Context: an optimization exercise on an open-source flow, tuned for small area and a short achievable clock period. The choices shown serve that exercise and are no tape-out recipe.
No run shown here included a check of the RTL's function; only the layout flow was run.
Power figures rest on the tool's default switching activity, not on a simulated workload.

[run.sh]
#!/bin/bash
# synth_recipe.tcl (not shown) runs the flow's synth.tcl, then flattens the netlist and writes it again
# the make line also repeats each setting of config.mk as NAME=value (left out here)
make -C /OpenROAD-flow-scripts/flow DESIGN_CONFIG=/design/flow/config.mk WORK_HOME=/design/flow/orfs CLKGATE_MAP_FILE= SYNTH_SCRIPT=/design/flow/synth_recipe.tcl finish
[config.mk]
export PLATFORM = sky130hd
export DESIGN_NAME = lc3b_alu_pipe
export DESIGN_NICKNAME = lc3b_alu_pipe
export VERILOG_FILES = /design/flow/design.v
export SDC_FILE = /design/flow/constraint.sdc
export NUM_CORES = 4
export LEC_CHECK = 0
export CAP_MARGIN = 20
export CORE_MARGIN = 2
export CORE_UTILIZATION = 40
export SETUP_SLACK_MARGIN = 3.5
export SLEW_MARGIN = 20
[constraint.sdc]
create_clock -name core_clock -period 7.0 [get_ports {clk}]
set_input_delay 1.4000 -clock core_clock [delete_from_list [all_inputs] [get_ports {clk}]]
set_output_delay 1.4000 -clock core_clock [all_outputs]
set_load 0.01 [all_outputs]
[design.v]
package lc3b_types;
    typedef enum logic [3:0] {
        op_br   = 4'b0000,
        op_add  = 4'b0001,
        op_ldb  = 4'b0010,
        op_stb  = 4'b0011,
        op_jsr  = 4'b0100,
        op_and  = 4'b0101,
        op_ldr  = 4'b0110,
        op_str  = 4'b0111,
        op_rti  = 4'b1000,
        op_not  = 4'b1001,
        op_ldi  = 4'b1010,
        op_sti  = 4'b1011,
        op_jmp  = 4'b1100,
        op_shf  = 4'b1101,
        op_lea  = 4'b1110,
        op_trap = 4'b1111
    } lc3b_opcode;
    typedef enum logic [1:0] {
        x_base = 2'b00,
        x_ext1 = 2'b01,
        x_ext2 = 2'b10,
        x_ext3 = 2'b11
    } lc3b_lc3x;
    typedef enum logic [2:0] {
        alu_add,
        alu_sub,
        alu_mul,
        alu_and,
        alu_or,
        alu_xor,
        alu_not,
        alu_shf  
    } lc3b_aluop;
endpackage
`timescale 1ns/1ps
module control_rom
(
    input  logic [15:0] instr,
    output logic        writes,     
    output logic        k_mul,      
    output logic        k_as,       
    output logic        k_sub,      
    output logic        k_log,      
    output logic        k_shl,      
    output logic        k_shr,      
    output logic [1:0]  lsel,       
    output logic        use_imm,    
    output logic        use_sr2     
);
    logic [3:0] opcode;
    logic       i5;
    logic [1:0] x43;
    assign opcode = instr[15:12];
    assign i5     = instr[5];
    assign x43    = instr[4:3];
    always_comb
    begin
        writes  = 1'b0;
        k_mul   = 1'b0;
        k_as    = 1'b0;
        k_sub   = 1'b0;
        k_log   = 1'b0;
        k_shl   = 1'b0;
        k_shr   = 1'b0;
        lsel    = 2'b00;
        use_imm = 1'b0;
        use_sr2 = 1'b0;
        case (opcode)
            4'b0001:
            begin
                writes = 1'b1;
                if (i5)
                begin
                    k_as    = 1'b1;
                    use_imm = 1'b1;
                end
                else
                begin
                    use_sr2 = 1'b1;
                    if (x43 == 2'b01)
                        k_mul = 1'b1;
                    else
                    begin
                        k_as  = 1'b1;
                        k_sub = x43[1];
                    end
                end
            end
            4'b0101:
            begin
                k_log = 1'b1;
                if (i5)
                begin
                    writes  = 1'b1;
                    use_imm = 1'b1;
                    lsel    = 2'b00;
                end
                else
                begin
                    writes  = (x43 != 2'b11);
                    use_sr2 = 1'b1;
                    lsel    = x43;
                end
            end
            4'b1001:
            begin
                writes = 1'b1;
                k_log  = 1'b1;
                lsel   = 2'b11;
            end
            4'b1101:
            begin
                writes = 1'b1;
                k_shl  = ~instr[4];
                k_shr  = instr[4];
            end
            default: ;
        endcase
    end
endmodule
`timescale 1ns/1ps
module decode_stage
(
    input  logic                    clk,
    input  logic                    arst_n,
    input  logic                    instr_valid,
    input  logic [16-1:0]   instr,
    input  logic                    flush,
    input  logic [16-1:0]   rd_data1,
    input  logic [16-1:0]   rd_data2,
    output logic                    d_valid,
    output logic [3-1:0]  d_dest,
    output logic [16-1:0]   d_opa,
    output logic [16-1:0]   d_opb,
    output logic                    d_fwd_a,
    output logic                    d_fwd_b,
    output logic                    d_mb,
    output logic                    d_as,
    output logic                    d_sub,
    output logic                    d_log,
    output logic                    d_shr,
    output logic                    d_sra,
    output logic [1:0]              d_lsel
);
    logic                   writes;
    logic                   k_mul, k_as, k_sub, k_log, k_shl, k_shr, use_imm, use_sr2;
    logic [1:0]             lsel;
    logic [3-1:0] sr1, sr2;
    logic [16-1:0]  va, vb, va_rev, opb;
    control_rom u_rom
    (
        .instr   (instr),
        .writes  (writes),
        .k_mul   (k_mul),
        .k_as    (k_as),
        .k_sub   (k_sub),
        .k_log   (k_log),
        .k_shl   (k_shl),
        .k_shr   (k_shr),
        .lsel    (lsel),
        .use_imm (use_imm),
        .use_sr2 (use_sr2)
    );
    assign sr1 = instr[8:6];
    assign sr2 = instr[2:0];
    assign va = rd_data1;
    assign vb = rd_data2;
    always_comb
        for (int i = 0; i < 16; i++)
            va_rev[i] = va[16-1-i];
    assign opb = use_imm ? {{(16-5){instr[4]}}, instr[4:0]} :
                 use_sr2 ? vb :
                           (16'(1) << instr[3:0]);
    always_ff @(posedge clk or negedge arst_n)
    begin
        if (!arst_n)
            d_valid <= 1'b0;
        else
            d_valid <= instr_valid & ~flush & writes;
    end
    always_ff @(posedge clk)
    begin
        d_dest  <= instr[11:9];
        d_opa   <= k_shr ? va_rev : va;
        d_opb   <= opb;
        d_fwd_a <= d_valid && d_dest == sr1;
        d_fwd_b <= use_sr2 && d_valid && d_dest == sr2;
        d_mb    <= k_mul | k_shl | k_shr;
        d_as    <= k_as;
        d_sub   <= k_sub;
        d_log   <= k_log;
        d_shr   <= k_shr;
        d_sra   <= k_shr & instr[5];
        d_lsel  <= lsel;
    end
endmodule
`timescale 1ns/1ps
module mul_tree
(
    input  logic [15:0] x,
    input  logic [7:0]  one,
    input  logic [7:0]  two,
    input  logic [7:0]  neg,
    input  logic        cin0,
    input  logic [15:0] r,
    output logic [15:0] sa,
    output logic [15:0] sb
);
    wire pp0_0 = ((x[0] & one[0]) | (1'b0 & two[0])) ^ neg[0];
    wire pp0_1 = ((x[1] & one[0]) | (x[0] & two[0])) ^ neg[0];
    wire pp0_2 = ((x[2] & one[0]) | (x[1] & two[0])) ^ neg[0];
    wire pp0_3 = ((x[3] & one[0]) | (x[2] & two[0])) ^ neg[0];
    wire pp0_4 = ((x[4] & one[0]) | (x[3] & two[0])) ^ neg[0];
    wire pp0_5 = ((x[5] & one[0]) | (x[4] & two[0])) ^ neg[0];
    wire pp0_6 = ((x[6] & one[0]) | (x[5] & two[0])) ^ neg[0];
    wire pp0_7 = ((x[7] & one[0]) | (x[6] & two[0])) ^ neg[0];
    wire pp0_8 = ((x[8] & one[0]) | (x[7] & two[0])) ^ neg[0];
    wire pp0_9 = ((x[9] & one[0]) | (x[8] & two[0])) ^ neg[0];
    wire pp0_10 = ((x[10] & one[0]) | (x[9] & two[0])) ^ neg[0];
    wire pp0_11 = ((x[11] & one[0]) | (x[10] & two[0])) ^ neg[0];
    wire pp0_12 = ((x[12] & one[0]) | (x[11] & two[0])) ^ neg[0];
    wire pp0_13 = ((x[13] & one[0]) | (x[12] & two[0])) ^ neg[0];
    wire pp0_14 = ((x[14] & one[0]) | (x[13] & two[0])) ^ neg[0];
    wire pp0_15 = ((x[15] & one[0]) | (x[14] & two[0])) ^ neg[0];
    wire pp1_0 = ((x[0] & one[1]) | (1'b0 & two[1])) ^ neg[1];
    wire pp1_1 = ((x[1] & one[1]) | (x[0] & two[1])) ^ neg[1];
    wire pp1_2 = ((x[2] & one[1]) | (x[1] & two[1])) ^ neg[1];
    wire pp1_3 = ((x[3] & one[1]) | (x[2] & two[1])) ^ neg[1];
    wire pp1_4 = ((x[4] & one[1]) | (x[3] & two[1])) ^ neg[1];
    wire pp1_5 = ((x[5] & one[1]) | (x[4] & two[1])) ^ neg[1];
    wire pp1_6 = ((x[6] & one[1]) | (x[5] & two[1])) ^ neg[1];
    wire pp1_7 = ((x[7] & one[1]) | (x[6] & two[1])) ^ neg[1];
    wire pp1_8 = ((x[8] & one[1]) | (x[7] & two[1])) ^ neg[1];
    wire pp1_9 = ((x[9] & one[1]) | (x[8] & two[1])) ^ neg[1];
    wire pp1_10 = ((x[10] & one[1]) | (x[9] & two[1])) ^ neg[1];
    wire pp1_11 = ((x[11] & one[1]) | (x[10] & two[1])) ^ neg[1];
    wire pp1_12 = ((x[12] & one[1]) | (x[11] & two[1])) ^ neg[1];
    wire pp1_13 = ((x[13] & one[1]) | (x[12] & two[1])) ^ neg[1];
    wire pp2_0 = ((x[0] & one[2]) | (1'b0 & two[2])) ^ neg[2];
    wire pp2_1 = ((x[1] & one[2]) | (x[0] & two[2])) ^ neg[2];
    wire pp2_2 = ((x[2] & one[2]) | (x[1] & two[2])) ^ neg[2];
    wire pp2_3 = ((x[3] & one[2]) | (x[2] & two[2])) ^ neg[2];
    wire pp2_4 = ((x[4] & one[2]) | (x[3] & two[2])) ^ neg[2];
    wire pp2_5 = ((x[5] & one[2]) | (x[4] & two[2])) ^ neg[2];
    wire pp2_6 = ((x[6] & one[2]) | (x[5] & two[2])) ^ neg[2];
    wire pp2_7 = ((x[7] & one[2]) | (x[6] & two[2])) ^ neg[2];
    wire pp2_8 = ((x[8] & one[2]) | (x[7] & two[2])) ^ neg[2];
    wire pp2_9 = ((x[9] & one[2]) | (x[8] & two[2])) ^ neg[2];
    wire pp2_10 = ((x[10] & one[2]) | (x[9] & two[2])) ^ neg[2];
    wire pp2_11 = ((x[11] & one[2]) | (x[10] & two[2])) ^ neg[2];
    wire pp3_0 = ((x[0] & one[3]) | (1'b0 & two[3])) ^ neg[3];
    wire pp3_1 = ((x[1] & one[3]) | (x[0] & two[3])) ^ neg[3];
    wire pp3_2 = ((x[2] & one[3]) | (x[1] & two[3])) ^ neg[3];
    wire pp3_3 = ((x[3] & one[3]) | (x[2] & two[3])) ^ neg[3];
    wire pp3_4 = ((x[4] & one[3]) | (x[3] & two[3])) ^ neg[3];
    wire pp3_5 = ((x[5] & one[3]) | (x[4] & two[3])) ^ neg[3];
    wire pp3_6 = ((x[6] & one[3]) | (x[5] & two[3])) ^ neg[3];
    wire pp3_7 = ((x[7] & one[3]) | (x[6] & two[3])) ^ neg[3];
    wire pp3_8 = ((x[8] & one[3]) | (x[7] & two[3])) ^ neg[3];
    wire pp3_9 = ((x[9] & one[3]) | (x[8] & two[3])) ^ neg[3];
    wire pp4_0 = ((x[0] & one[4]) | (1'b0 & two[4])) ^ neg[4];
    wire pp4_1 = ((x[1] & one[4]) | (x[0] & two[4])) ^ neg[4];
    wire pp4_2 = ((x[2] & one[4]) | (x[1] & two[4])) ^ neg[4];
    wire pp4_3 = ((x[3] & one[4]) | (x[2] & two[4])) ^ neg[4];
    wire pp4_4 = ((x[4] & one[4]) | (x[3] & two[4])) ^ neg[4];
    wire pp4_5 = ((x[5] & one[4]) | (x[4] & two[4])) ^ neg[4];
    wire pp4_6 = ((x[6] & one[4]) | (x[5] & two[4])) ^ neg[4];
    wire pp4_7 = ((x[7] & one[4]) | (x[6] & two[4])) ^ neg[4];
    wire pp5_0 = ((x[0] & one[5]) | (1'b0 & two[5])) ^ neg[5];
    wire pp5_1 = ((x[1] & one[5]) | (x[0] & two[5])) ^ neg[5];
    wire pp5_2 = ((x[2] & one[5]) | (x[1] & two[5])) ^ neg[5];
    wire pp5_3 = ((x[3] & one[5]) | (x[2] & two[5])) ^ neg[5];
    wire pp5_4 = ((x[4] & one[5]) | (x[3] & two[5])) ^ neg[5];
    wire pp5_5 = ((x[5] & one[5]) | (x[4] & two[5])) ^ neg[5];
    wire pp6_0 = ((x[0] & one[6]) | (1'b0 & two[6])) ^ neg[6];
    wire pp6_1 = ((x[1] & one[6]) | (x[0] & two[6])) ^ neg[6];
    wire pp6_2 = ((x[2] & one[6]) | (x[1] & two[6])) ^ neg[6];
    wire pp6_3 = ((x[3] & one[6]) | (x[2] & two[6])) ^ neg[6];
    wire r7b0 = ((x[1] & one[7]) | (x[0] & two[7])) ^ neg[7];
    wire pp7_0 = x[0] & one[7];
    wire pp7_1 = r7b0 ^ (neg[7] & ~pp7_0);
    wire h0_8_0 = pp0_8 ^ pp1_6;
    wire k0_8_0 = pp0_8 & pp1_6;
    wire h0_9_1 = pp0_9 ^ pp1_7;
    wire k0_9_1 = pp0_9 & pp1_7;
    wire s0_10_0 = pp0_10 ^ pp1_8 ^ pp2_6;
    wire c0_10_0 = (pp0_10 & pp1_8) | (pp0_10 & pp2_6) | (pp1_8 & pp2_6);
    wire h0_10_2 = pp3_4 ^ pp4_2;
    wire k0_10_2 = pp3_4 & pp4_2;
    wire s0_11_1 = pp0_11 ^ pp1_9 ^ pp2_7;
    wire c0_11_1 = (pp0_11 & pp1_9) | (pp0_11 & pp2_7) | (pp1_9 & pp2_7);
    wire h0_11_3 = pp3_5 ^ pp4_3;
    wire k0_11_3 = pp3_5 & pp4_3;
    wire s0_12_2 = pp0_12 ^ pp1_10 ^ pp2_8;
    wire c0_12_2 = (pp0_12 & pp1_10) | (pp0_12 & pp2_8) | (pp1_10 & pp2_8);
    wire s0_12_3 = pp3_6 ^ pp4_4 ^ pp5_2;
    wire c0_12_3 = (pp3_6 & pp4_4) | (pp3_6 & pp5_2) | (pp4_4 & pp5_2);
    wire h0_12_4 = pp6_0 ^ neg[6];
    wire k0_12_4 = pp6_0 & neg[6];
    wire s0_13_4 = pp0_13 ^ pp1_11 ^ pp2_9;
    wire c0_13_4 = (pp0_13 & pp1_11) | (pp0_13 & pp2_9) | (pp1_11 & pp2_9);
    wire s0_13_5 = pp3_7 ^ pp4_5 ^ pp5_3;
    wire c0_13_5 = (pp3_7 & pp4_5) | (pp3_7 & pp5_3) | (pp4_5 & pp5_3);
    wire h0_13_5 = pp6_1 ^ r[13];
    wire k0_13_5 = pp6_1 & r[13];
    wire s0_14_6 = pp0_14 ^ pp1_12 ^ pp2_10;
    wire c0_14_6 = (pp0_14 & pp1_12) | (pp0_14 & pp2_10) | (pp1_12 & pp2_10);
    wire s0_14_7 = pp3_8 ^ pp4_6 ^ pp5_4;
    wire c0_14_7 = (pp3_8 & pp4_6) | (pp3_8 & pp5_4) | (pp4_6 & pp5_4);
    wire s0_14_8 = pp6_2 ^ pp7_0 ^ r[14];
    wire c0_14_8 = (pp6_2 & pp7_0) | (pp6_2 & r[14]) | (pp7_0 & r[14]);
    wire s0_15_9 = pp0_15 ^ pp1_13 ^ pp2_11;
    wire s0_15_10 = pp3_9 ^ pp4_7 ^ pp5_5;
    wire s0_15_11 = pp6_3 ^ pp7_1 ^ r[15];
    wire h1_4_6 = pp0_4 ^ pp1_2;
    wire k1_4_6 = pp0_4 & pp1_2;
    wire h1_5_7 = pp0_5 ^ pp1_3;
    wire k1_5_7 = pp0_5 & pp1_3;
    wire s1_6_12 = pp0_6 ^ pp1_4 ^ pp2_2;
    wire c1_6_12 = (pp0_6 & pp1_4) | (pp0_6 & pp2_2) | (pp1_4 & pp2_2);
    wire h1_6_8 = pp3_0 ^ neg[3];
    wire k1_6_8 = pp3_0 & neg[3];
    wire s1_7_13 = pp0_7 ^ pp1_5 ^ pp2_3;
    wire c1_7_13 = (pp0_7 & pp1_5) | (pp0_7 & pp2_3) | (pp1_5 & pp2_3);
    wire h1_7_9 = pp3_1 ^ r[7];
    wire k1_7_9 = pp3_1 & r[7];
    wire s1_8_14 = h0_8_0 ^ pp2_4 ^ pp3_2;
    wire c1_8_14 = (h0_8_0 & pp2_4) | (h0_8_0 & pp3_2) | (pp2_4 & pp3_2);
    wire s1_8_15 = pp4_0 ^ neg[4] ^ r[8];
    wire c1_8_15 = (pp4_0 & neg[4]) | (pp4_0 & r[8]) | (neg[4] & r[8]);
    wire s1_9_16 = k0_8_0 ^ h0_9_1 ^ pp2_5;
    wire c1_9_16 = (k0_8_0 & h0_9_1) | (k0_8_0 & pp2_5) | (h0_9_1 & pp2_5);
    wire s1_9_17 = pp3_3 ^ pp4_1 ^ r[9];
    wire c1_9_17 = (pp3_3 & pp4_1) | (pp3_3 & r[9]) | (pp4_1 & r[9]);
    wire s1_10_18 = k0_9_1 ^ s0_10_0 ^ h0_10_2;
    wire c1_10_18 = (k0_9_1 & s0_10_0) | (k0_9_1 & h0_10_2) | (s0_10_0 & h0_10_2);
    wire s1_10_19 = pp5_0 ^ neg[5] ^ r[10];
    wire c1_10_19 = (pp5_0 & neg[5]) | (pp5_0 & r[10]) | (neg[5] & r[10]);
    wire s1_11_20 = c0_10_0 ^ k0_10_2 ^ s0_11_1;
    wire c1_11_20 = (c0_10_0 & k0_10_2) | (c0_10_0 & s0_11_1) | (k0_10_2 & s0_11_1);
    wire s1_11_21 = h0_11_3 ^ pp5_1 ^ r[11];
    wire c1_11_21 = (h0_11_3 & pp5_1) | (h0_11_3 & r[11]) | (pp5_1 & r[11]);
    wire s1_12_22 = c0_11_1 ^ k0_11_3 ^ s0_12_2;
    wire c1_12_22 = (c0_11_1 & k0_11_3) | (c0_11_1 & s0_12_2) | (k0_11_3 & s0_12_2);
    wire s1_12_23 = s0_12_3 ^ h0_12_4 ^ r[12];
    wire c1_12_23 = (s0_12_3 & h0_12_4) | (s0_12_3 & r[12]) | (h0_12_4 & r[12]);
    wire s1_13_24 = c0_12_2 ^ c0_12_3 ^ k0_12_4;
    wire c1_13_24 = (c0_12_2 & c0_12_3) | (c0_12_2 & k0_12_4) | (c0_12_3 & k0_12_4);
    wire s1_13_25 = s0_13_4 ^ s0_13_5 ^ h0_13_5;
    wire c1_13_25 = (s0_13_4 & s0_13_5) | (s0_13_4 & h0_13_5) | (s0_13_5 & h0_13_5);
    wire s1_14_26 = c0_13_4 ^ c0_13_5 ^ k0_13_5;
    wire c1_14_26 = (c0_13_4 & c0_13_5) | (c0_13_4 & k0_13_5) | (c0_13_5 & k0_13_5);
    wire s1_14_27 = s0_14_6 ^ s0_14_7 ^ s0_14_8;
    wire c1_14_27 = (s0_14_6 & s0_14_7) | (s0_14_6 & s0_14_8) | (s0_14_7 & s0_14_8);
    wire s1_15_28 = c0_14_6 ^ c0_14_7 ^ c0_14_8;
    wire s1_15_29 = s0_15_9 ^ s0_15_10 ^ s0_15_11;
    wire h2_2_10 = pp0_2 ^ pp1_0;
    wire k2_2_10 = pp0_2 & pp1_0;
    wire h2_3_11 = pp0_3 ^ pp1_1;
    wire k2_3_11 = pp0_3 & pp1_1;
    wire s2_4_30 = h1_4_6 ^ pp2_0 ^ neg[2];
    wire c2_4_30 = (h1_4_6 & pp2_0) | (h1_4_6 & neg[2]) | (pp2_0 & neg[2]);
    wire s2_5_31 = k1_4_6 ^ h1_5_7 ^ pp2_1;
    wire c2_5_31 = (k1_4_6 & h1_5_7) | (k1_4_6 & pp2_1) | (h1_5_7 & pp2_1);
    wire s2_6_32 = k1_5_7 ^ s1_6_12 ^ h1_6_8;
    wire c2_6_32 = (k1_5_7 & s1_6_12) | (k1_5_7 & h1_6_8) | (s1_6_12 & h1_6_8);
    wire s2_7_33 = c1_6_12 ^ k1_6_8 ^ s1_7_13;
    wire c2_7_33 = (c1_6_12 & k1_6_8) | (c1_6_12 & s1_7_13) | (k1_6_8 & s1_7_13);
    wire s2_8_34 = c1_7_13 ^ k1_7_9 ^ s1_8_14;
    wire c2_8_34 = (c1_7_13 & k1_7_9) | (c1_7_13 & s1_8_14) | (k1_7_9 & s1_8_14);
    wire s2_9_35 = c1_8_14 ^ c1_8_15 ^ s1_9_16;
    wire c2_9_35 = (c1_8_14 & c1_8_15) | (c1_8_14 & s1_9_16) | (c1_8_15 & s1_9_16);
    wire s2_10_36 = c1_9_16 ^ c1_9_17 ^ s1_10_18;
    wire c2_10_36 = (c1_9_16 & c1_9_17) | (c1_9_16 & s1_10_18) | (c1_9_17 & s1_10_18);
    wire s2_11_37 = c1_10_18 ^ c1_10_19 ^ s1_11_20;
    wire c2_11_37 = (c1_10_18 & c1_10_19) | (c1_10_18 & s1_11_20) | (c1_10_19 & s1_11_20);
    wire s2_12_38 = c1_11_20 ^ c1_11_21 ^ s1_12_22;
    wire c2_12_38 = (c1_11_20 & c1_11_21) | (c1_11_20 & s1_12_22) | (c1_11_21 & s1_12_22);
    wire s2_13_39 = c1_12_22 ^ c1_12_23 ^ s1_13_24;
    wire c2_13_39 = (c1_12_22 & c1_12_23) | (c1_12_22 & s1_13_24) | (c1_12_23 & s1_13_24);
    wire s2_14_40 = c1_13_24 ^ c1_13_25 ^ s1_14_26;
    wire c2_14_40 = (c1_13_24 & c1_13_25) | (c1_13_24 & s1_14_26) | (c1_13_25 & s1_14_26);
    wire s2_15_41 = c1_14_26 ^ c1_14_27 ^ s1_15_28;
    wire h3_0_12 = pp0_0 ^ cin0;
    wire k3_0_12 = pp0_0 & cin0;
    wire h3_1_13 = pp0_1 ^ r[1];
    wire k3_1_13 = pp0_1 & r[1];
    wire s3_2_42 = h2_2_10 ^ neg[1] ^ r[2];
    wire c3_2_42 = (h2_2_10 & neg[1]) | (h2_2_10 & r[2]) | (neg[1] & r[2]);
    wire s3_3_43 = k2_2_10 ^ h2_3_11 ^ r[3];
    wire c3_3_43 = (k2_2_10 & h2_3_11) | (k2_2_10 & r[3]) | (h2_3_11 & r[3]);
    wire s3_4_44 = k2_3_11 ^ s2_4_30 ^ r[4];
    wire c3_4_44 = (k2_3_11 & s2_4_30) | (k2_3_11 & r[4]) | (s2_4_30 & r[4]);
    wire s3_5_45 = c2_4_30 ^ s2_5_31 ^ r[5];
    wire c3_5_45 = (c2_4_30 & s2_5_31) | (c2_4_30 & r[5]) | (s2_5_31 & r[5]);
    wire s3_6_46 = c2_5_31 ^ s2_6_32 ^ r[6];
    wire c3_6_46 = (c2_5_31 & s2_6_32) | (c2_5_31 & r[6]) | (s2_6_32 & r[6]);
    wire s3_7_47 = c2_6_32 ^ s2_7_33 ^ h1_7_9;
    wire c3_7_47 = (c2_6_32 & s2_7_33) | (c2_6_32 & h1_7_9) | (s2_7_33 & h1_7_9);
    wire s3_8_48 = c2_7_33 ^ s2_8_34 ^ s1_8_15;
    wire c3_8_48 = (c2_7_33 & s2_8_34) | (c2_7_33 & s1_8_15) | (s2_8_34 & s1_8_15);
    wire s3_9_49 = c2_8_34 ^ s2_9_35 ^ s1_9_17;
    wire c3_9_49 = (c2_8_34 & s2_9_35) | (c2_8_34 & s1_9_17) | (s2_9_35 & s1_9_17);
    wire s3_10_50 = c2_9_35 ^ s2_10_36 ^ s1_10_19;
    wire c3_10_50 = (c2_9_35 & s2_10_36) | (c2_9_35 & s1_10_19) | (s2_10_36 & s1_10_19);
    wire s3_11_51 = c2_10_36 ^ s2_11_37 ^ s1_11_21;
    wire c3_11_51 = (c2_10_36 & s2_11_37) | (c2_10_36 & s1_11_21) | (s2_11_37 & s1_11_21);
    wire s3_12_52 = c2_11_37 ^ s2_12_38 ^ s1_12_23;
    wire c3_12_52 = (c2_11_37 & s2_12_38) | (c2_11_37 & s1_12_23) | (s2_12_38 & s1_12_23);
    wire s3_13_53 = c2_12_38 ^ s2_13_39 ^ s1_13_25;
    wire c3_13_53 = (c2_12_38 & s2_13_39) | (c2_12_38 & s1_13_25) | (s2_13_39 & s1_13_25);
    wire s3_14_54 = c2_13_39 ^ s2_14_40 ^ s1_14_27;
    wire c3_14_54 = (c2_13_39 & s2_14_40) | (c2_13_39 & s1_14_27) | (s2_14_40 & s1_14_27);
    wire s3_15_55 = c2_14_40 ^ s2_15_41 ^ s1_15_29;
    assign sa[0] = h3_0_12;
    assign sb[0] = r[0];
    assign sa[1] = k3_0_12;
    assign sb[1] = h3_1_13;
    assign sa[2] = k3_1_13;
    assign sb[2] = s3_2_42;
    assign sa[3] = c3_2_42;
    assign sb[3] = s3_3_43;
    assign sa[4] = c3_3_43;
    assign sb[4] = s3_4_44;
    assign sa[5] = c3_4_44;
    assign sb[5] = s3_5_45;
    assign sa[6] = c3_5_45;
    assign sb[6] = s3_6_46;
    assign sa[7] = c3_6_46;
    assign sb[7] = s3_7_47;
    assign sa[8] = c3_7_47;
    assign sb[8] = s3_8_48;
    assign sa[9] = c3_8_48;
    assign sb[9] = s3_9_49;
    assign sa[10] = c3_9_49;
    assign sb[10] = s3_10_50;
    assign sa[11] = c3_10_50;
    assign sb[11] = s3_11_51;
    assign sa[12] = c3_11_51;
    assign sb[12] = s3_12_52;
    assign sa[13] = c3_12_52;
    assign sb[13] = s3_13_53;
    assign sa[14] = c3_13_53;
    assign sb[14] = s3_14_54;
    assign sa[15] = c3_14_54;
    assign sb[15] = s3_15_55;
endmodule
module execute_stage
(
    input  logic                    clk,
    input  logic                    arst_n,
    input  logic                    d_valid,
    input  logic [3-1:0]  d_dest,
    input  logic [16-1:0]   d_opa,
    input  logic [16-1:0]   d_opb,
    input  logic                    d_fwd_a,
    input  logic                    d_fwd_b,
    input  logic                    d_mb,
    input  logic                    d_as,
    input  logic                    d_sub,
    input  logic                    d_log,
    input  logic                    d_shr,
    input  logic                    d_sra,
    input  logic [1:0]              d_lsel,
    output logic [16-1:0]   alu_out,
    output logic                    wb_valid,
    output logic [3-1:0]  wb_dest,
    output logic [16-1:0]   wb_data
);
    logic [15:0] a, b;
    logic [7:0]  one, two, neg;
    logic [16:0] yb;
    logic [15:0] r, sa, sb, arith, arith_rev, fill, logic_out;
    logic        cin0;
    always_comb
        for (int i = 0; i < 16; i++)
            a[i] = d_fwd_a ? (d_shr ? wb_data[15-i] : wb_data[i]) : d_opa[i];
    assign b = d_fwd_b ? wb_data : d_opb;
    assign yb = {b, 1'b0};
    always_comb
    begin
        for (int j = 0; j < 8; j++)
        begin
            one[j] = d_mb & (yb[2*j+1] ^ yb[2*j]);
            two[j] = d_mb & ((yb[2*j+2] & ~yb[2*j+1] & ~yb[2*j]) |
                              (~yb[2*j+2] & yb[2*j+1] & yb[2*j]));
            neg[j] = d_mb & yb[2*j+2];
        end
        one[0] = (d_mb & b[0]) | d_as;
    end
    assign r    = {16{d_as}} & (b ^ {16{d_sub}});
    assign cin0 = neg[0] | d_sub;
    mul_tree u_tree
    (
        .x    (a),
        .one  (one),
        .two  (two),
        .neg  (neg),
        .cin0 (cin0),
        .r    (r),
        .sa   (sa),
        .sb   (sb)
    );
    assign arith = sa + sb;
    always_comb
    begin
        case (d_lsel)
            2'b00:   logic_out = a & b;
            2'b01:   logic_out = a | b;
            2'b10:   logic_out = a ^ b;
            default: logic_out = ~a;
        endcase
    end
    always_comb
    begin
        for (int i = 0; i < 16; i++)
            arith_rev[i] = arith[15-i];
        fill[0] = 1'b0;
        for (int i = 1; i < 16; i++)
            fill[i] = fill[i-1] | b[16-i];
    end
    assign alu_out = d_log ? logic_out :
                     d_shr ? (arith_rev | (fill & {16{d_sra & a[0]}})) :
                             arith;
    always_ff @(posedge clk or negedge arst_n)
    begin
        if (!arst_n)
            wb_valid <= 1'b0;
        else
            wb_valid <= d_valid;
    end
    always_ff @(posedge clk)
    begin
        wb_dest <= d_dest;
        wb_data <= alu_out;
    end
endmodule
`timescale 1ns/1ps
module result_stage
(
    input  logic                    clk,
    input  logic                    arst_n,
    input  logic [3-1:0]  rd_addr1,
    input  logic [3-1:0]  rd_addr2,
    input  logic                    we,
    input  logic [3-1:0]  waddr,
    input  logic [16-1:0]   wdata,
    input  logic                    wb_valid,
    input  logic [16-1:0]   wb_data,
    output logic [16-1:0]   rd_data1,
    output logic [16-1:0]   rd_data2,
    output logic [2:0]              cc
);
    logic [16-1:0] regs [8];
    logic [8-1:0] written;
    logic [2:0]            nzp;
    always_comb
    begin
        rd_data1 = '0;
        rd_data2 = '0;
        for (int i = 0; i < 8; i++)
        begin
            rd_data1 = rd_data1 | (regs[i] & {16{written[i] && rd_addr1 == i}});
            rd_data2 = rd_data2 | (regs[i] & {16{written[i] && rd_addr2 == i}});
        end
    end
    assign nzp = wb_data[16-1] ? 3'b100 :
                 (wb_data == '0)       ? 3'b010 :
                                         3'b001;
    always_ff @(posedge clk)
    begin
        for (int i = 0; i < 8; i++)
            if (we && waddr == i)
                regs[i] <= wdata;
    end
    always_ff @(posedge clk or negedge arst_n)
    begin
        if (!arst_n)
        begin
            written <= '0;
            cc      <= 3'b010;  
        end
        else
        begin
            if (we)
                written[waddr] <= 1'b1;
            if (wb_valid)
                cc <= nzp;
        end
    end
endmodule
`timescale 1ns/1ps
module lc3b_alu_pipe
(
    input  logic                    clk,
    input  logic                    arst_n,
    input  logic                    instr_valid,
    input  logic [16-1:0]   instr,
    input  logic                    flush,
    output logic                    wb_valid,
    output logic [3-1:0]  wb_dest,
    output logic [16-1:0]   wb_data,
    output logic [2:0]              cc
);
    logic                   d_valid;
    logic [3-1:0] d_dest;
    logic [16-1:0]  d_opa;
    logic [16-1:0]  d_opb;
    logic                   d_fwd_a;
    logic                   d_fwd_b;
    logic                   d_mb;
    logic                   d_as;
    logic                   d_sub;
    logic                   d_log;
    logic                   d_shr;
    logic                   d_sra;
    logic [1:0]             d_lsel;
    logic [16-1:0]  alu_out;
    logic [16-1:0]  rd_data1;
    logic [16-1:0]  rd_data2;
    decode_stage u_decode
    (
        .clk         (clk),
        .arst_n      (arst_n),
        .instr_valid (instr_valid),
        .instr       (instr),
        .flush       (flush),
        .rd_data1    (rd_data1),
        .rd_data2    (rd_data2),
        .d_valid     (d_valid),
        .d_dest      (d_dest),
        .d_opa       (d_opa),
        .d_opb       (d_opb),
        .d_fwd_a     (d_fwd_a),
        .d_fwd_b     (d_fwd_b),
        .d_mb        (d_mb),
        .d_as        (d_as),
        .d_sub       (d_sub),
        .d_log       (d_log),
        .d_shr       (d_shr),
        .d_sra       (d_sra),
        .d_lsel      (d_lsel)
    );
    execute_stage u_execute
    (
        .clk      (clk),
        .arst_n   (arst_n),
        .d_valid  (d_valid),
        .d_dest   (d_dest),
        .d_opa    (d_opa),
        .d_opb    (d_opb),
        .d_fwd_a  (d_fwd_a),
        .d_fwd_b  (d_fwd_b),
        .d_mb     (d_mb),
        .d_as     (d_as),
        .d_sub    (d_sub),
        .d_log    (d_log),
        .d_shr    (d_shr),
        .d_sra    (d_sra),
        .d_lsel   (d_lsel),
        .alu_out  (alu_out),
        .wb_valid (wb_valid),
        .wb_dest  (wb_dest),
        .wb_data  (wb_data)
    );
    result_stage u_result
    (
        .clk      (clk),
        .arst_n   (arst_n),
        .rd_addr1 (instr[8:6]),
        .rd_addr2 (instr[2:0]),
        .we       (d_valid),
        .waddr    (d_dest),
        .wdata    (alu_out),
        .wb_valid (wb_valid),
        .wb_data  (wb_data),
        .rd_data1 (rd_data1),
        .rd_data2 (rd_data2),
        .cc       (cc)
    );
endmodule
==> summary.md, run 1 <==
| Metric | Value |
|---|---|
| P_leak | `approximately 6.7 nW` |
| Initial antenna violation count | `1` |
| Detailed-route DRC error count | `0` |
| Synth top area cells | `edfxtp_1 (27%), dfxtp_1 (9.0%), fa_1 (6.6%)` |
| Clock Latency Late Sink | `0.50 ns` |
| RSZ-0062 raised after global routing | `true` |
| Clock transition at the registers of the reported paths | `approximately 0.06 ns` |
| Setup violation total in the final timing report | `0` |
| EDFF count, synth | `approximately 130` |
| Pre-CTS setup slack | `between 0.5 and 0.6 ns` |
| Total Power | `approximately 3.2 mW` |
| CTS sink count | `between 200 and 250` |
| Slowest cell delay on critical path | `0.54 ns` |
| Worst Tran Pin Value | `about 1.1 ns` |
| Core box area | `between 30,000 and 40,000 sq um` |
| Post-Syn Area | `roughly 14,000 sq um` |
| FFs w/ async S/R, synth | `between 6 and 7%` |
| Area leader, netlist | `edfxtp_1` |
| Crit path kind | `flop to flop` |
| Average vias per placed instance | `6.24` |
| Final RePlAce weighted congestion | `0.955` |
| Overflow after GRT | `0` |
| 1st-pass router iterations | `12` |
| Period minus WS final | `approximately 6 ns` |
| Die height | `between 150 and 200 microns` |
| Worst Clk Skew | `~0.014 ns` |
| Slowest CP cell | `fa_1` |
| Vias after detailed routing | `between 10k and 15k` |
| Top-area cell type share of the netlist area | `between 20% and 30%` |
| Gr usage total | `around 27%` |
| Area of the multi-input gates | `9070 sq um` |
| Synth Flop Type | `edfxtp_1` |
| FILL cells | `around 3.2k` |
| Nets | `1,719` |
| Net Count, Synth | `~1.6k` |
| Clk buf depth | `3` |
| First-pass GRT wire length | `between 70,000 and 80,000 microns` |
| Largest net degree at the start of global routing | `48` |
| Synthesis-to-layout area growth | `27.6%` |
| WL per Instance | `around 25 microns` |
| Yosys reg bits | `205` |
| Vias in the first global route | `~13k` |
| Inserted Clock Buffers | `21` |
| IO Pins | `43` |
| Post-DP HPWL | `between 30,000 and 40,000 microns` |
| Register area share after synthesis | `roughly two fifths` |
| WP data required | `slightly above 7 ns` |
| Root Buffer | `clkbuf_16` |
| Die X | `193 microns` |
| Most common cell in the synthesized netlist | `edfxtp_1` |
| Post-DRT Antenna Nets | `0` |
| Crit share post-route | `between 80% and 90%` |
| Max Cap Viol | `0` |
| IO Port Bufs | `42` |
| Placed Cells | `roughly 1.9k` |
| Post-Route WL | `between 50,000 and 60,000 microns` |
| Worst vdd ir | `~0.00024 V` |
| Post-DP Area | `~16,000 sq um` |
| Iter 0 DRT Violations | `around 1.7k` |
| Commonest cells in the netlist | `edfxtp_1 (128), nand2_1 (107), a22oi_1 (95)` |
| Synth Instances | `1,469` |
| Outcome | `complete, no violations` |
| Worst hold path type | `flop to flop` |
| Critical Path Start Type | `flop` |
| Die area | `between 30,000 and 40,000 sq um` |
| Sum Neg Setup Slack | `0 ns` |
| Final Hold Vio Count | `0` |
| Worst slew margin | `approximately a quarter` |
| Setup ws final | `1.11 ns` |
| Max Slew Vio Count | `0` |
| Final cell count without fillers | `between 2k and 2.5k` |
| Initial Util | `a little over 40%` |
| H-tree depth | `1` |
| Post-route design area | `~18,000 sq um` |
| Row count | `between 60 and 70` |
| Reg area | `roughly 5500 sq um` |
| Layout cell share with drive strength beyond 1 | `25.9%` |
| Crit. End Element | `flop` |
| Max Clk Rate | `approximately 0.17 GHz` |
| Distinct cells, synth | `between 70 and 80` |
| Worst-path maximum fanout | `9` |
| Syn Area/Cell | `9.68 sq um` |
| Most frequent CP cell | `fa_1` |
| Cts hold-fix bufs | `0` |
| Ys Warns | `5` |
| Pwr Density | `~180 nW/um^2` |
| TritonCTS clock tree | `built` |
| CP arrival | `between 6 and 7 ns` |
[area by class of cell]
class,instances,area share (%)
timing repair inverter,2,0.0827
clock buffer,23,2.94
multi-input combinational,1051,50.0
antenna,1,0.0138
inverter,102,2.21
clock inverter,14,0.724
tap,461,3.18
sequential,205,30.2
timing repair buffer,204,10.7
[worst max-delay path: cells and delay by family, from the launching register on]
kind	cells	cell delay, ns
simple gates	3	0.47
flops	1	0.37
compound gates	6	0.93
fa+ha+maj	5	2.01
buf+inv	9	1.20
mux	1	0.41
xor+xnor	1	0.20
[sequential cells by signal, summed over array words and instances (netlist names), 2 cells and up]
signal and flops:
u_execute.wb_dest 3, u_result.regs 128, u_result.written 8, u_decode.d_dest 3
u_result.cc 3, u_decode.d_opb 16, u_execute.wb_data 16, u_decode.d_lsel 2
u_decode.d_opa 16
[timing repair]
item / in CTS / in global routing
setup endpoints to repair: 159 / 156
setup buffers: 68 / 25
pin swaps: 37 / 33
resized for setup: 143 / 71
gates cloned: 7 / 3
[worst paths after layout]
check	startpoint	endpoint	slack [ns]	cells past startpoint
worst max-delay path	u_decode.d_fwd_b	u_result.regs[4][12]	1.11	25
worst min-delay path	u_decode.d_dest[1]	u_execute.wb_dest[1]	0.49	0
worst max register to register	u_decode.d_fwd_b	u_result.regs[4][12]	1.11	25
worst min register to register	u_decode.d_dest[1]	u_execute.wb_dest[1]	0.49	0
max in group asynchronous	arst_n	u_execute.wb_valid	5.31	1
min in group asynchronous	arst_n	u_result.written[0]	1.29	1
[metrics by stage]
stage               hold WS [ns]  util, %
floorplan                  0.352        -
global placement           0.477     44.1
detailed placement         0.472     44.1
CTS                        0.481     49.8
global route               0.497     51.4
finish                     0.494     51.4
[report_power, final]
group,switching [mW],internal (mW)
clock network,0.455,0.627
logic,0.439,0.296
registers,0.0495,1.34
total,0.944,2.26
[placed cells by master (no fill, tap or decap), types with 10 or more instances in the layout]
cell / Yosys / routed
a211oi_1: 19 / 16
a21oi_1: 84 / 71
a221oi_1: 15 / 12
a222oi_1: 14 / 14
a22oi_1: 95 / 93
and2_1: 19 / 15
buf_12: 0 / 13
buf_4: 3 / 122
buf_6: 2 / 22
clkbuf_16: 0 / 23
clkdlybuf4s50_1: 0 / 41
dfrtp_1: 12 / 12
dfxtp_1: 64 / 53
edfxtp_1: 128 / 128
fa_1: 47 / 39
ha_1: 65 / 56
inv_1: 91 / 75
inv_2: 8 / 19
mux2_2: 20 / 19
mux2i_1: 25 / 19
mux2i_4: 4 / 12
nand2_1: 107 / 96
nand3_1: 35 / 33
nand4_1: 20 / 20
nor2_1: 79 / 69
nor3_1: 19 / 13
o21ai_0: 66 / 50
o21ai_1: 9 / 13
o21ai_4: 0 / 10
o221ai_1: 13 / 12
o22ai_1: 75 / 64
o22ai_2: 0 / 10
xnor2_1: 64 / 54
xor2_1: 18 / 15
[metal layers]
metal / vias up / wire [microns] / GRT usage, %
met3: 196 / 4650 / 4.38
met4: 0 / 2960 / 14.0
li1: 5692 / - / -
met2: 806 / 24300 / 45.5
met5: - / 0 / 0
met1: 6187 / 19800 / 33.9
[cell families after synthesis]
family / share of synthesized area [%]
AOI/OAI and AO/OA: 21.3
muxes: 5.25
DFF: 38.3
and+or+nand+nor: 11.2
buffers and inverters: 5.90
adders and majority gates: 12.3
xor gates and xnor gates: 5.68
==> inputs of run 2 (changes only) <==
--- a/config.mk
+++ b/config.mk
@@ -10,3 +10,3 @@
 export CORE_UTILIZATION = 40
-export SETUP_SLACK_MARGIN = 3.5
+export SETUP_SLACK_MARGIN = 2.5
 export SLEW_MARGIN = 20
==> run 2 against run 1 <==
Net effect:
- wire length shrank 1.1%
- synthesized cell count is the same
- final area fell by 0.70%
- largest cell class unchanged
- register-to-register slack gained 0.08 ns
- still clean
- highest routed layer is now met5
- worst setup slack gained 0.080 ns
- sequential cell count is the same
==> summary.md, run 2 <==
| Metric | Value |
|---|---|
| Outcome | `complete, no violations` |
| CP Buf/Inv Count | `7` |
| Final RePlAce weighted congestion | `between 0.9 and 1` |
| Pwr Density | `approximately 180 nW/um^2` |
| Die height | `between 150 and 200 microns` |
| Met1 Usage GRT | `about a third` |
| Detailed-route DRC error count | `0` |
| R2R setup slack | `between 1 and 1.5 ns` |
| Reg area | `~5500 sq um` |
| Net Count, Synth | `around 1.6k` |
| Die area | `roughly 37,000 sq um` |
| Overflow after GRT | `0` |
| Post-DP Area | `15,600 sq um` |
| Core box area | `between 30,000 and 40,000 sq um` |
| Critical Path Start Type | `flop` |
| Crit. path cell count | `26` |
| Initial antenna violation count | `1` |
| Worst-path maximum fanout | `11` |
| Register area share after synthesis | `around two fifths` |
| Crit. End Element | `flop` |
| Final Hold Vio Count | `0` |
| Max Slew Vio Count | `0` |
| Yosys reg bits | `a little over 200` |
| Commonest cells in the netlist | `edfxtp_1 (128), nand2_1 (107), a22oi_1 (95)` |
| Worst reg-to-reg path cell count | `26` |
| IO Pins | `43` |
| Clock transition at the registers of the reported paths | `roughly 0.06 ns` |
| Synth Instances | `1,469` |
| Synth top area cells | `edfxtp_1 (27%), dfxtp_1 (9.0%), fa_1 (6.6%)` |
| Average vias per placed instance | `6.22` |
| Nets | `between 1.5k and 2k` |
| Initial Util | `about two fifths` |
| Clock Latency Late Sink | `0.50 ns` |
| Pre-CTS setup slack | `~0.48 ns` |
| Largest net degree at the start of global routing | `48` |
| Root Buffer | `clkbuf_16` |
| H-tree depth | `1` |
| Cts hold-fix bufs | `0` |
| Inserted Clock Buffers | `20` |
| CP Launch Point | `u_execute.wb_data[4]` |
| CTS sink count | `205` |
| Final core occ | `about half` |
| IO Port Bufs | `between 40 and 50` |
| FILL cells | `~3.1k` |
| Max Clk Rate | `between 0.15 and 0.2 GHz` |
| First-pass GRT wire length | `between 70,000 and 80,000 microns` |
| FFs w/ async S/R, synth | `about 6.3%` |
| 1st-pass router iterations | `7` |
| TritonCTS clock tree | `built` |
| Layer with the highest usage | `met2` |
| Worst hold slack | `between 0.4 and 0.5 ns` |
| Worst Tran Pin Value | `1.09 ns` |
| Setup ws final | `1.19 ns` |
| WP data required | `just over 7 ns` |
| Reg2Reg Launch Point | `u_execute.wb_data[4]` |
| Setup crit end | `u_result.regs[6][12]` |
| Sum Neg Setup Slack | `0 ns` |
| Slowest cell delay on critical path | `0.63 ns` |
| Met3 Use GR | `4.07%` |
| Crit share post-route | `a little over 80%` |
| Syn Area/Cell | `between 9 and 10 sq um` |
| Area leader, netlist | `edfxtp_1` |
| P_leak | `around 6.7 nW` |
| Ys Warns | `5` |
| Crit path kind | `flop to flop` |
| Gr usage total | `27.5%` |
| Crit path max-delay family | `adder cells` |
| Area of the multi-input gates | `just under 9000 sq um` |
| Reg with most FFs | `u_result.regs` |
| Die X | `193 microns` |
| Met2 Use GR | `~46%` |
| Synthesis-to-layout area growth | `26.7%` |
| Layout cell share with drive strength beyond 1 | `23.8%` |
| WL per Instance | `around 25 microns` |
| Distinct cells, synth | `71` |
| Slowest CP cell | `dfxtp_1` |
| Row count | `69` |
| Post-DRT Antenna Nets | `0` |
| Antenna cells | `0` |
| Synth Flop Type | `edfxtp_1` |
| Clk buf depth | `3` |
| Most common cell in the synthesized netlist | `edfxtp_1` |
| Most common cell after layout, fill and taps aside | `edfxtp_1` |
| CP arrival | `6.06 ns` |
| Worst vdd ir | `~0.00022 V` |
| Worst slew margin | `~27%` |
| Post-DP HPWL | `around 34,000 microns` |
| Iter 0 DRT Violations | `1,600` |
| Worst Clk Skew | `roughly 0.015 ns` |
| Max Cap Viol | `0` |
| RR Endpoint | `u_result.regs[6][12]` |
| Setup violation total in the final timing report | `0` |
| Vias after detailed routing | `between 10k and 15k` |
| Max FFs per register | `about 130` |
| Period minus WS final | `around 5.8 ns` |
| Top-area cell type share of the netlist area | `between 20 and 30%` |
| Post-Route WL | `between 50,000 and 60,000 microns` |
| Worst hold path type | `flop to flop` |
| Most frequent cells in the layout | `edfxtp_1 (128), buf_4 (118), nand2_1 (97)` |
| Vias in the first global route | `~12k` |
| EDFF count, synth | `approximately 130` |
| Post-Syn Area | `between 10,000 and 15,000 sq um` |
| Post-route design area | `18,000 sq um` |
| RSZ-0062 raised after global routing | `true` |
-- run 2: logic make-up (layout without fill, tap and decap cells) --
family,after synthesis,after routing,synth area share [%]
AO/OA/AOI/OAI,458,460,21.3
AND/OR/NAND/NOR,333,334,11.2
buffers and inverters,216,338,5.90
flip-flops,205,205,38.3
adder cells (fa/ha/maj),112,112,12.3
XOR/XNOR,86,86,5.68
multiplexers,59,59,5.25
-- run 2: through the flow --
stage,total power [mW],cells
5_1_grt,3.37,2055
3_5_place_dp,2.00,1924
6_report,3.25,2055
3_3_place_gp,2.00,1924
2_1_floorplan,1.77,1469
4_1_cts,3.23,2042
-- run 2: cell type report --
type / instances / area share (%)
Multi-Input combinational cell: 1051 / 49.5
Sequential cell: 205 / 30.3
Timing Repair Buffer: 200 / 10.7
Clock buffer: 31 / 3.69
Tap cell: 461 / 3.20
Inverter: 102 / 2.23
Clock inverter: 5 / 0.292
-- run 2: how the worst min path moves through the flow --
stage / startpoint / end / slack [ns] / cells past startpoint
after global placement: u_result.written[0] / u_result.written[0] / 0.47 / 2
after CTS: u_decode.d_dest[1] / u_execute.wb_dest[1] / 0.49 / 0
after global routing: u_decode.d_dest[1] / u_execute.wb_dest[1] / 0.51 / 0
final: u_result.written[0] / u_result.written[0] / 0.50 / 2
after detailed placement: u_result.written[0] / u_result.written[0] / 0.48 / 2
after floorplan: u_decode.d_valid / u_execute.wb_valid / 0.35 / 0
-- run 2: repair_timing --
action | 4_1_cts | 5_1_grt
endpoints found under the setup margin | 144 | 144
pin swaps | 51 | 22
gates cloned | 8 | 2
gates resized for setup | 146 | 36
endpoints found under the hold margin | 0 | 0
setup buffers | 74 | 11
-- run 2: where the power goes --
group,switching [mW],total [mW],leakage [nW],internal (mW)
clock,0.448,1.14,0.361,0.691
combinational,0.431,0.729,4.48,0.298
sequential,0.0473,1.39,1.88,1.34
total,0.926,3.25,6.72,2.33
-- run 2: worst register-to-register path, cell delays in order, from the launching register on --
cell	delay, ns
dfxtp_1	0.63
mux2i_1	0.17
a21oi_1	0.27
buf_4	0.28
nand2_1	0.12
nand2_1	0.08
o21ai_0	0.07
o22ai_1	0.13
a21oi_1	0.05
nor2b_1	0.17
ha_1	0.27
inv_1	0.07
fa_1	0.43
fa_1	0.53
inv_2	0.04
fa_1	0.54
ha_4	0.23
and2_4	0.15
buf_6	0.11
o21ai_4	0.12
o211ai_1	0.14
xor2_2	0.16
buf_4	0.17
o21ai_2	0.20
o21ai_2	0.13
buf_4	0.18
buf_6	0.12
-- run 2: layer usage --
layer	up-vias	routed length, microns
li1	5674	-
met1	6211	20100
met2	735	23800
met3	169	4350
met4	2	2830
met5	-	10
==> inputs of run 3 (changes only) <==
--- a/design.v
+++ b/design.v
@@ -132,2 +132,3 @@
     input  logic [16-1:0]   rd_data2,
+    input  logic [16-1:0]   alu_out,
     output logic                    d_valid,
@@ -136,4 +137,2 @@
     output logic [16-1:0]   d_opb,
-    output logic                    d_fwd_a,
-    output logic                    d_fwd_b,
     output logic                    d_mb,
@@ -150,3 +149,4 @@
     logic [3-1:0] sr1, sr2;
-    logic [16-1:0]  va, vb, va_rev, opb;
+    logic [16-1:0]  va, vb, va_rev, opb, alu_rev;
+    logic                   fwd_a, fwd_b;
     control_rom u_rom
@@ -171,3 +171,8 @@
         for (int i = 0; i < 16; i++)
-            va_rev[i] = va[16-1-i];
+        begin
+            va_rev[i]  = va[16-1-i];
+            alu_rev[i] = alu_out[16-1-i];
+        end
+    assign fwd_a = d_valid && d_dest == sr1;
+    assign fwd_b = use_sr2 && d_valid && d_dest == sr2;
     assign opb = use_imm ? {{(16-5){instr[4]}}, instr[4:0]} :
@@ -185,6 +190,4 @@
         d_dest  <= instr[11:9];
-        d_opa   <= k_shr ? va_rev : va;
-        d_opb   <= opb;
-        d_fwd_a <= d_valid && d_dest == sr1;
-        d_fwd_b <= use_sr2 && d_valid && d_dest == sr2;
+        d_opa   <= fwd_a ? (k_shr ? alu_rev : alu_out) : (k_shr ? va_rev : va);
+        d_opb   <= fwd_b ? alu_out : opb;
         d_mb    <= k_mul | k_shl | k_shr;
@@ -449,2 +452,10 @@
 endmodule
+module cpa16
+(
+    input  logic [15:0] a,
+    input  logic [15:0] b,
+    output logic [15:0] s
+);
+    assign s = a + b;
+endmodule
 module execute_stage
@@ -457,4 +468,2 @@
     input  logic [16-1:0]   d_opb,
-    input  logic                    d_fwd_a,
-    input  logic                    d_fwd_b,
     input  logic                    d_mb,
@@ -476,6 +485,4 @@
     logic        cin0;
-    always_comb
-        for (int i = 0; i < 16; i++)
-            a[i] = d_fwd_a ? (d_shr ? wb_data[15-i] : wb_data[i]) : d_opa[i];
-    assign b = d_fwd_b ? wb_data : d_opb;
+    assign a = d_opa;
+    assign b = d_opb;
     assign yb = {b, 1'b0};
@@ -505,3 +512,8 @@
     );
-    assign arith = sa + sb;
+    cpa16 u_cpa
+    (
+        .a (sa),
+        .b (sb),
+        .s (arith)
+    );
     always_comb
@@ -610,4 +622,2 @@
     logic [16-1:0]  d_opb;
-    logic                   d_fwd_a;
-    logic                   d_fwd_b;
     logic                   d_mb;
@@ -631,2 +641,3 @@
         .rd_data2    (rd_data2),
+        .alu_out     (alu_out),
         .d_valid     (d_valid),
@@ -635,4 +646,2 @@
         .d_opb       (d_opb),
-        .d_fwd_a     (d_fwd_a),
-        .d_fwd_b     (d_fwd_b),
         .d_mb        (d_mb),
@@ -653,4 +662,2 @@
         .d_opb    (d_opb),
-        .d_fwd_a  (d_fwd_a),
-        .d_fwd_b  (d_fwd_b),
         .d_mb     (d_mb),
--- a/config.mk
+++ b/config.mk
@@ -10,3 +10,2 @@
 export CORE_UTILIZATION = 40
-export SETUP_SLACK_MARGIN = 2.5
 export SLEW_MARGIN = 20
==> run 3 against run 2 <==
Net effect:
- final area fell by 9.9%
- total power decreased by 6.4%
- final cell count shrank 3.0%
- synthesized area up 3.4%
- register-to-register slack lost 0.53 ns
- synthesized cell count rose by 4.5%
- wire length is 1.3% lower
- worst setup slack got worse by 0.53 ns
- sequential power about the same
- global-route usage is 1.5 points lower
- critical path depth decreased by 6
- largest cell class unchanged
==> summary.md, run 3 <==
| Metric | Value |
|---|---|
| Outcome | `complete, no violations` |
| Root Buffer | `clkbuf_16` |
| Clock Latency Late Sink | `approximately 0.51 ns` |
| Layout cell share with drive strength beyond 1 | `approximately 8.5%` |
| WL per Instance | `approximately 25 microns` |
| Max FFs per register | `approximately 130` |
| Clock transition at the registers of the reported paths | `roughly 0.070 ns` |
| Worst hold slack | `about 0.48 ns` |
| Worst-path maximum fanout | `20` |
| Sum Neg Setup Slack | `0 ns` |
| Iter 0 DRT Violations | `~1.4k` |
| Row count | `70` |
| CTS sink count | `between 200 and 250` |
| Commonest cells in the netlist | `edfxtp_1 (128), nand2_1 (104), inv_1 (103)` |
| Synth top area cells | `edfxtp_1 (26%), dfxtp_1 (8.4%), fa_1 (6.4%)` |
| Syn Area/Cell | `between 9 and 10 sq um` |
| Slowest cell delay on critical path | `~0.7 ns` |
| Most common cell after layout, fill and taps aside | `edfxtp_1` |
| Synth Instances | `roughly 1.5k` |
| Register area share after synthesis | `36.8%` |
| Die height | `slightly below 200 microns` |
| Worst reg-to-reg path cell count | `20` |
| Crit path kind | `flop to flop` |
| Net Count, Synth | `between 1.5k and 2k` |
| Reg2Reg Launch Point | `u_decode.d_opb[5]` |
| Final RePlAce weighted congestion | `between 0.9 and 1` |
| Initial antenna violation count | `0` |
| Initial Util | `40.4%` |
| Setup bufs post-CTS | `0` |
| Area leader, netlist | `edfxtp_1` |
| Detailed-route DRC error count | `0` |
| Post-Syn Area | `14,700 sq um` |
| Met2 Use GR | `between 40% and 50%` |
| Crit path max-delay family | `XOR/XNOR gates` |
| Clk buf depth | `3` |
| Max Slew Vio Count | `0` |
| Die X | `just under 200 microns` |
| Gr usage total | `between 20% and 30%` |
| Nets | `around 1.6k` |
| Worst Clk Skew | `approximately 0.018 ns` |
| Synth Flop Type | `edfxtp_1` |
| IO Port Bufs | `42` |
| # resized after CTS | `0` |
| Overflow after GRT | `0` |
| Layer with the highest usage | `met2` |
| CP Cell Sequence | `buf_4, xor2_1, and2_1, nand2_1, o211ai_1, nand2_1, fa_1, fa_1, fa_1, inv_1, fa_1, xnor2_1, xnor2_1, xnor3_1, xnor2_1, xnor2_1, xnor2_1, xnor3_1, o21ai_0, nand2_1` |
| Total Power | `roughly 3 mW` |
| CP arrival | `6.52 ns` |
| Distinct cells, synth | `77` |
| Yosys reg bits | `slightly above 200` |
| Pwr Density | `about 190 nW/um^2` |
| Worst hold path type | `flop to flop` |
| Largest family of logic cells by synthesized area | `compound AO/OA/AOI/OAI gates` |
| Post-DP Area | `15,600 sq um` |
| Portion of netlist area occupied by mux cells | `3.25%` |
| Most common cell in the synthesized netlist | `edfxtp_1` |
| Antenna cells | `0` |
| Top-area cell type share of the netlist area | `a little over a quarter` |
| RR Endpoint | `u_result.regs[3][15]` |
| CP Buf/Inv Count | `2` |
| RSZ-0062 raised after global routing | `false` |
| Most frequent cells in the layout | `edfxtp_1 (128), nand2_1 (104), inv_1 (103)` |
| Post-DRT Antenna Nets | `0` |
| Area fraction in compound gates after synthesis | `between 20% and 30%` |
| Met1 Usage GRT | `35.6%` |
| Core box area | `between 30,000 and 40,000 sq um` |
| Largest net degree at the start of global routing | `58` |
| Reg with most FFs | `u_result.regs` |
| Setup violation total in the final timing report | `0` |
| Setup crit end | `u_result.regs[3][15]` |
| Adder-cell share of the synthesized area | `12.7%` |
| Cts hold-fix bufs | `0` |
| Post-Route WL | `approximately 50,000 microns` |
| Synth Area in XOR/XNOR | `slightly above 4%` |
| TritonCTS clock tree | `built` |
| Ys Warns | `5` |
| Post-DP HPWL | `roughly 35,000 microns` |
| Vias after detailed routing | `~13k` |
| EDFF count, synth | `128` |
| Inserted Clock Buffers | `21` |
| Final Hold Vio Count | `0` |
| Worst slew margin | `between 20% and 30%` |
| WP data required | `7.17 ns` |
| Average vias per placed instance | `around 6.4` |
| Period minus WS final | `~6.3 ns` |
| FFs w/ async S/R, synth | `about 6.4%` |
| CP Launch Point | `u_decode.d_opb[5]` |
| IO Pins | `between 40 and 50` |
| Critical Path Start Type | `flop` |
| Worst Tran Pin Value | `1.12 ns` |
| Max Clk Rate | `about 0.16 GHz` |
| Max Cap Viol | `0` |
| P_leak | `approximately 6.3 nW` |
| H-tree depth | `1` |
| Vias in the first global route | `12.1k` |
| Die area | `38,300 sq um` |
| Slowest CP cell | `dfxtp_1` |
| Worst vdd ir | `0.000218 V` |
| Crit. path cell count | `20` |
| First-pass GRT wire length | `about 76,000 microns` |
| Synthesis-to-layout area growth | `10.4%` |
| 1st-pass router iterations | `8` |
| Most frequent CP cell | `xnor2_1` |
| Met3 Use GR | `3.44%` |
| Crit. End Element | `flop` |
| R2R setup slack | `between 0.6 and 0.7 ns` |
| Crit share post-route | `roughly nine tenths` |
| Synth Area in Simple Gates | `approximately an eighth` |
| Post-route design area | `16,200 sq um` |
run 3: cell count changes in the layout (fill, tap and decap cells not counted), moves of 20 or more:
cell / before / now
a221oi_1: 13 / 74
a22o_1: 4 / 35
a22oi_1: 94 / 73
buf_4: 118 / 44
buf_6: 22 / 0
inv_1: 80 / 103
nor2_1: 73 / 93
o21a_1: 3 / 23
o21ai_0: 51 / 75
o22ai_1: 65 / 13
xnor2_1: 55 / 35
run 3: area by class of cell:
cell class / instances / area, sq um
fillers: 3485 / 20200
multi-input cells: 1088 / 8430
well taps: 468 / 586
clock buffers: 29 / 576
clock inverters: 8 / 48.8
repair buffers: 87 / 771
inverters: 110 / 413
flip-flops and latches: 203 / 5410
run 3: metrics by stage:
step	instances	setup slack, ns	util (%)
finish	1993	0.656	44.6
global route	1993	0.392	44.6
CTS	1993	0.711	44.6
detailed placement	1956	0.758	42.9
global placement	1956	0.789	42.8
floorplan	1535	1.55	-
run 3: per-layer routing:
layer | share of wire (%) | vias to the layer above
met5 | 0 | -
met4 | 3.5 | 0
met3 | 8.3 | 117
met2 | 46 | 680
met1 | 42 | 6292
li1 | - | 5687
run 3: logic make-up (layout without fill, tap and decap cells):
| logic type | after synthesis | count (layout) |
|---|---|---|
| XOR/XNOR | 62 | 62 |
| AO/OA/AOI/OAI | 515 | 515 |
| AND/OR/NAND/NOR | 358 | 358 |
| adder cells (fa/ha/maj) | 123 | 123 |
| flip-flops | 203 | 203 |
| multiplexers | 30 | 30 |
| buffers and inverters | 244 | 234 |
run 3: worst min-delay path by stage:
stage | startpoint | endpoint | slack [ns] | cells past startpoint
final | u_result.written[6] | u_result.written[6] | 0.48 | 1
after global routing | u_result.written[5] | u_result.written[5] | 0.51 | 1
after CTS | u_result.written[6] | u_result.written[6] | 0.47 | 1
after detailed placement | u_result.written[6] | u_result.written[6] | 0.46 | 1
after global placement | u_result.written[6] | u_result.written[6] | 0.46 | 1
after floorplan | u_decode.d_dest[2] | u_execute.wb_dest[2] | 0.35 | 0
run 3: where the power goes:
| group | leakage (nW) | switching, mW | internal (mW) |
|---|---|---|---|
| logic | 4.10 | 0.373 | 0.229 |
| registers | 1.87 | 0.0779 | 1.33 |
| clock network | 0.296 | 0.463 | 0.576 |
| total | 6.26 | 0.913 | 2.13 |
run 3: worst register-to-register path: cells and delay by family, from the launching register on:
kind	cells	cell delay, ns
buffers and inverters	2	0.40
AO/OA/AOI/OAI	2	0.45
AND/OR/NAND/NOR	4	0.68
XOR/XNOR	8	1.93
flip-flops	1	0.68
adder cells (fa/ha/maj)	4	1.87

what the ideal ports hide:
No port has a modelled driver above. Below, the same layouts with a new extraction and two added sets of constraints.
Step 1 sets driving cells, clkbuf_16 on the clock port and buf_2 on the other inputs (assumed; they add their load-dependent delay and slew).
Step 2 moves the port delays by t, midway between the first and last clock arrival at a register: inputs arrive t later, outputs are due t later. That takes back most of the time a late clock gives input paths.
Slacks: no drivers / after step 1 / after step 2; pairs: no drivers / after step 1.
| run | t, ns | setup slack, ns | worst setup path after step 2 | worst slew at a driven data input, ns |
|---|---|---|---|---|
| run 1 | 0.536 | 1.108 / 1.108 / 1.108 | register to register | 0.05 |
| run 2 | 0.534 | 1.188 / 1.188 / 1.188 | register to register | 0.04 |
| run 3 | 0.544 | 0.656 / 0.656 / 0.656 | register to register | 0.04 |
After both steps setup and hold are still met in every run listed.
